Background: an optimization exercise with open tools, aiming at small area, a short achievable clock period and few clock cycles per item. Do not read the settings as production practice. Function was checked by simulation only, so behaviour that the tests miss may differ from the original. Power is estimated from default activity; no workload was simulated.

==> job 2601: inputs <==
==> flow/design.v (excerpt) <==
module codec2_frame_encoder
(
	input  logic clk,
	input  logic rst,
	input  logic start,
	input  logic [10*16-1:0] lsp_in,
	input  logic voiced_first,
	input  logic voiced_second,
	input  frame_pkg::woe_index_t woe_index,
	output frame_pkg::frame_bits_t encoded_bits,
	output logic done_frame
);
export LEC_CHECK = 0
export CAP_MARGIN = 20
export CORE_MARGIN = 2
export CORE_UTILIZATION = 40
export SETUP_SLACK_MARGIN = 5
export SLEW_MARGIN = 20
create_clock -name core_clock -period 8.0 [get_ports {clk}]
standard.sh (not shown) runs the stock make flow with config.mk's settings and CLKGATE_MAP_FILE= SYNTH_SCRIPT=/design/flow/synth_recipe.tcl, a recipe that flattens the netlist after the stock synthesis.
==> flow/flow/run.sh <==
#!/bin/bash
# The standard layout, with the port buffers made from the smallest plain
# buffer instead of the delay buffer buffer_ports picks by default; the
# resizer upsizes them where timing or slew needs it.
set -euo pipefail
export BUFFER_PORTS_ARGS="-buffer_cell sky130_fd_sc_hd__buf_1"
bash standard.sh SETUP_SLACK_MARGIN=5.6 finish > standard.log 2>&1
==> job 6234 (differences from job 2601) <==
--- a/flow/flow/run.sh
+++ b/flow/flow/run.sh
@@ -4,4 +4,4 @@
 # resizer upsizes them where timing or slew needs it.
 set -euo pipefail
 export BUFFER_PORTS_ARGS="-buffer_cell sky130_fd_sc_hd__buf_1"
-bash standard.sh SETUP_SLACK_MARGIN=5.6 finish > standard.log 2>&1
+bash standard.sh finish > standard.log 2>&1
==> job 1667 (differences from job 2601) <==
--- a/flow/flow/run.sh
+++ b/flow/flow/run.sh
@@ -4,4 +4,4 @@
 # resizer upsizes them where timing or slew needs it.
 set -euo pipefail
 export BUFFER_PORTS_ARGS="-buffer_cell sky130_fd_sc_hd__buf_1"
-bash standard.sh SETUP_SLACK_MARGIN=5.6 finish > standard.log 2>&1
+bash standard.sh finish > standard.log 2>&1
--- a/flow/config.mk
+++ b/flow/config.mk
@@ -5,6 +5,7 @@
 export SDC_FILE = /design/flow/constraint.sdc
 export NUM_CORES = 4
 export LEC_CHECK = 0
+export ABC_AREA = 1
 export CAP_MARGIN = 20
 export CORE_MARGIN = 2
 export CORE_UTILIZATION = 40
==> job 651 (differences from job 2601) <==
--- a/flow/flow/run.sh
+++ b/flow/flow/run.sh
@@ -4,4 +4,4 @@
 # resizer upsizes them where timing or slew needs it.
 set -euo pipefail
 export BUFFER_PORTS_ARGS="-buffer_cell sky130_fd_sc_hd__buf_1"
-bash standard.sh SETUP_SLACK_MARGIN=5.6 finish > standard.log 2>&1
+bash standard.sh finish > standard.log 2>&1
--- a/flow/config.mk
+++ b/flow/config.mk
@@ -8,5 +8,5 @@
 export CAP_MARGIN = 20
 export CORE_MARGIN = 2
 export CORE_UTILIZATION = 40
-export SETUP_SLACK_MARGIN = 5
+export SETUP_SLACK_MARGIN = 4.0
 export SLEW_MARGIN = 20
==> summary of the runs <==
The highest clock skew belongs to job 2601, the lowest to job 1667.
The lowest sequential share of layout area belongs to job 2601, the highest to job 651.
Core utilization: job 651 is lower than job 2601 (13 points).
Against job 1667, the global-route usage of job 2601 is higher by 3.4 points.
==> figures <==
quantity                                                                job 6234                 job 2601                  job 651                 job 1667
Result of the run                                        complete, no violations  complete, no violations  complete, no violations  complete, no violations
Tot Pwr                                                                   790 µW                   878 µW                   811 µW                   792 µW
Buf+Inv Stages, Crit Path                                                      1                        1                        4                        4
Number of buffers outside the clock class in the layout                      222                      285                      222                      221
Share of total power in sequential cells                                   35.5%                    32.3%                    34.7%                    36.6%
Die outline width                                                         118 µm                   118 µm                   118 µm                   117 µm
DR vias                                                                     6541                     7121                     6442                     6454
Internal power of the cells                                               513 µW                   560 µW                   536 µW                   508 µW
Total length of routed wires                                            16700 µm                 19900 µm                 16700 µm                 16000 µm
Proportion of cell area occupied by multi-input gates                      60.1%                    56.6%                    59.9%                    53.3%
Testbench counts of job 2601, summed over its fixed seeds: cycles 776, frames 384.
Testbench counts of job 6234, summed over its fixed seeds: cycles 776, frames 384.
Testbench counts of job 1667, summed over its fixed seeds: cycles 776, frames 384.
Testbench counts of job 651, summed over its fixed seeds: cycles 776, frames 384.

---

==> job 5008 <==
Another version of the RTL of codec2_frame_encoder (not shown whole).
Design codec2_frame_encoder, start of the top module:
module codec2_frame_encoder
(
	input  logic clk,
	input  logic rst,
	input  logic start,
	input  logic [10*16-1:0] lsp_in,
	input  logic voiced_first,
	input  logic voiced_second,
	input  frame_pkg::woe_index_t woe_index,
	output frame_pkg::frame_bits_t encoded_bits,
	output logic done_frame
);
==> module codec2_frame_encoder, before the edit <==
module codec2_frame_encoder
(
	input  logic clk,
	input  logic rst,
	input  logic start,
	input  logic [10*16-1:0] lsp_in,
	input  logic voiced_first,
	input  logic voiced_second,
	input  frame_pkg::woe_index_t woe_index,
	output frame_pkg::frame_bits_t encoded_bits,
	output logic done_frame
);
	logic busy;
	logic accept;
	frame_pkg::frame_bits_t frame_word;
	frame_pkg::frame_bits_t word_q;
	assign accept = start && !busy;
	frame_packer u_packer
	(
		.lsp_in (lsp_in),
		.voiced_first (voiced_first),
		.voiced_second (voiced_second),
		.woe_index (woe_index),
		.frame_word (frame_word)
	);
	always_ff @(posedge clk or negedge rst)
	begin
		if (!rst)
		begin
			busy <= 1'b0;
			done_frame <= 1'b0;
			word_q <= '0;
		end
		else
		begin
			busy <= accept;
			if (busy)
				done_frame <= 1'b1;
			if (accept)
				word_q <= frame_word;
		end
	end
	assign encoded_bits = word_q;
endmodule
export LEC_CHECK = 0
export ABC_AREA = 1
export CAP_MARGIN = 20
export CORE_MARGIN = 2
export CORE_UTILIZATION = 40
export CTS_BUF_LIST = sky130_fd_sc_hd__clkbuf_8
export SETUP_SLACK_MARGIN = 5
export SLEW_MARGIN = 20
create_clock -name core_clock -period 8.0 [get_ports {clk}]
==> flow/flow/run.sh <==
#!/bin/bash
# The standard layout, with the port buffers made from the smallest plain
# buffer instead of the delay buffer buffer_ports picks by default; the
# resizer upsizes them where timing or slew needs it.
set -euo pipefail
export BUFFER_PORTS_ARGS="-buffer_cell sky130_fd_sc_hd__buf_1"
bash standard.sh finish > standard.log 2>&1
==> job 4507 (differences from job 5008) <==
--- a/flow/design.v
+++ b/flow/design.v
@@ -1351,7 +1351,9 @@
 	logic busy;
 	logic accept;
 	frame_pkg::frame_bits_t frame_word;
-	frame_pkg::frame_bits_t word_q;
+	logic [48-1:2] word_q;
+	logic have_word;
+	logic hold;
 	assign accept = start && !busy;
 	frame_packer u_packer
 	(
@@ -1367,16 +1369,18 @@
 		begin
 			busy <= 1'b0;
 			done_frame <= 1'b0;
-			word_q <= '0;
 		end
 		else
 		begin
 			busy <= accept;
 			if (busy)
 				done_frame <= 1'b1;
-			if (accept)
-				word_q <= frame_word;
 		end
 	end
-	assign encoded_bits = word_q;
+	assign have_word = done_frame || busy;
+	assign hold = !accept && have_word;
+	always_ff @(posedge clk)
+		word_q <= ({(48-2){accept}} & frame_word[48-1:2]) |
+			({(48-2){hold}} & word_q);
+	assign encoded_bits = {word_q, 2'b00};
 endmodule
==> run summary <==
|  | job 5008 | job 4507 |
|---|---|---|
| Status | finished clean | finished clean |
| Share of final layout cell area taken by clock buffers and inverters | 1.81% | 1.55% |
| Wire length on met3 | 1.20 mm | 1.16 mm |
| Number of global-route vias before repair | 5,501 | 5,385 |
| Routing usage on met1 | 30.2% | 28.6% |
| Number of buffers inserted to repair setup after CTS | 0 | 3 |
| Detailed-routed wire length on met2 | 6.43 mm | 6.88 mm |
| Crit path capture | word_q[35]$_DFFE_PN0P_ | word_q[8]$_DFF_P_ |
| Number of fill cells in the layout | 1,303 | 1,262 |
| Synth Instances | 836 | 847 |
| Via count | 6,202 | 6,259 |
| Routed length on met1 | 6.77 mm | 6.82 mm |
| Portion of total power attributed to the clock network | 24.2% | 21.6% |
| Post-route total power | 701 uW | 661 uW |
| Vias per cell | 5.17 | 5.18 |
| Wire length per cell | 12.2 um | 12.5 um |
| Simple-Gate Fraction of Synth Area | 40.0% | 42.2% |
| Die Area | 0.0131 mm^2 | 0.0127 mm^2 |
Testbench counts of job 5008, summed over its fixed seeds: cycles 776, frames 384.
Testbench counts of job 4507, summed over its fixed seeds: cycles 776, frames 384.

-- re-timing with driven ports --
How much do the figures lean on ideal ports? The routed layouts below were timed once more, with nothing changed but the port constraints. Step 1 assumes that a clkbuf_16 drives the clock port and a buf_2 every other input. Step 2, shift: input delay + t, output delay - t, t = (earliest + latest rising clock arrival at the registers) / 2. This alone moves slack from input paths to output paths. Three values: ideal ports, drivers, drivers and shift; two values: the first two.
run	t (ns)	slack for setup (ns)	hold slack, ns	cell pins on the clock port's net
job 2601	0.322	5.126 / 5.137 / 4.815	0.468 / 0.468 / 0.468	1
job 6234	0.323	5.064 / 5.079 / 4.756	0.464 / 0.464 / 0.464	1
job 1667	0.318	5.233 / 5.245 / 4.927	0.472 / 0.472 / 0.472	1
job 651	0.321	4.921 / 4.933 / 4.612	0.465 / 0.465 / 0.465	1
job 5008	0.320	5.367 / 5.375 / 5.055	0.467 / 0.467 / 0.467	1
job 4507	0.321	5.344 / 5.343 / 5.023	0.454 / 0.454 / 0.454	1
After both steps setup and hold are still met in every run listed. For job 4507, which loses most, drivers alone change the setup slack by -0.001 ns; drivers and shift together by -0.321 ns.
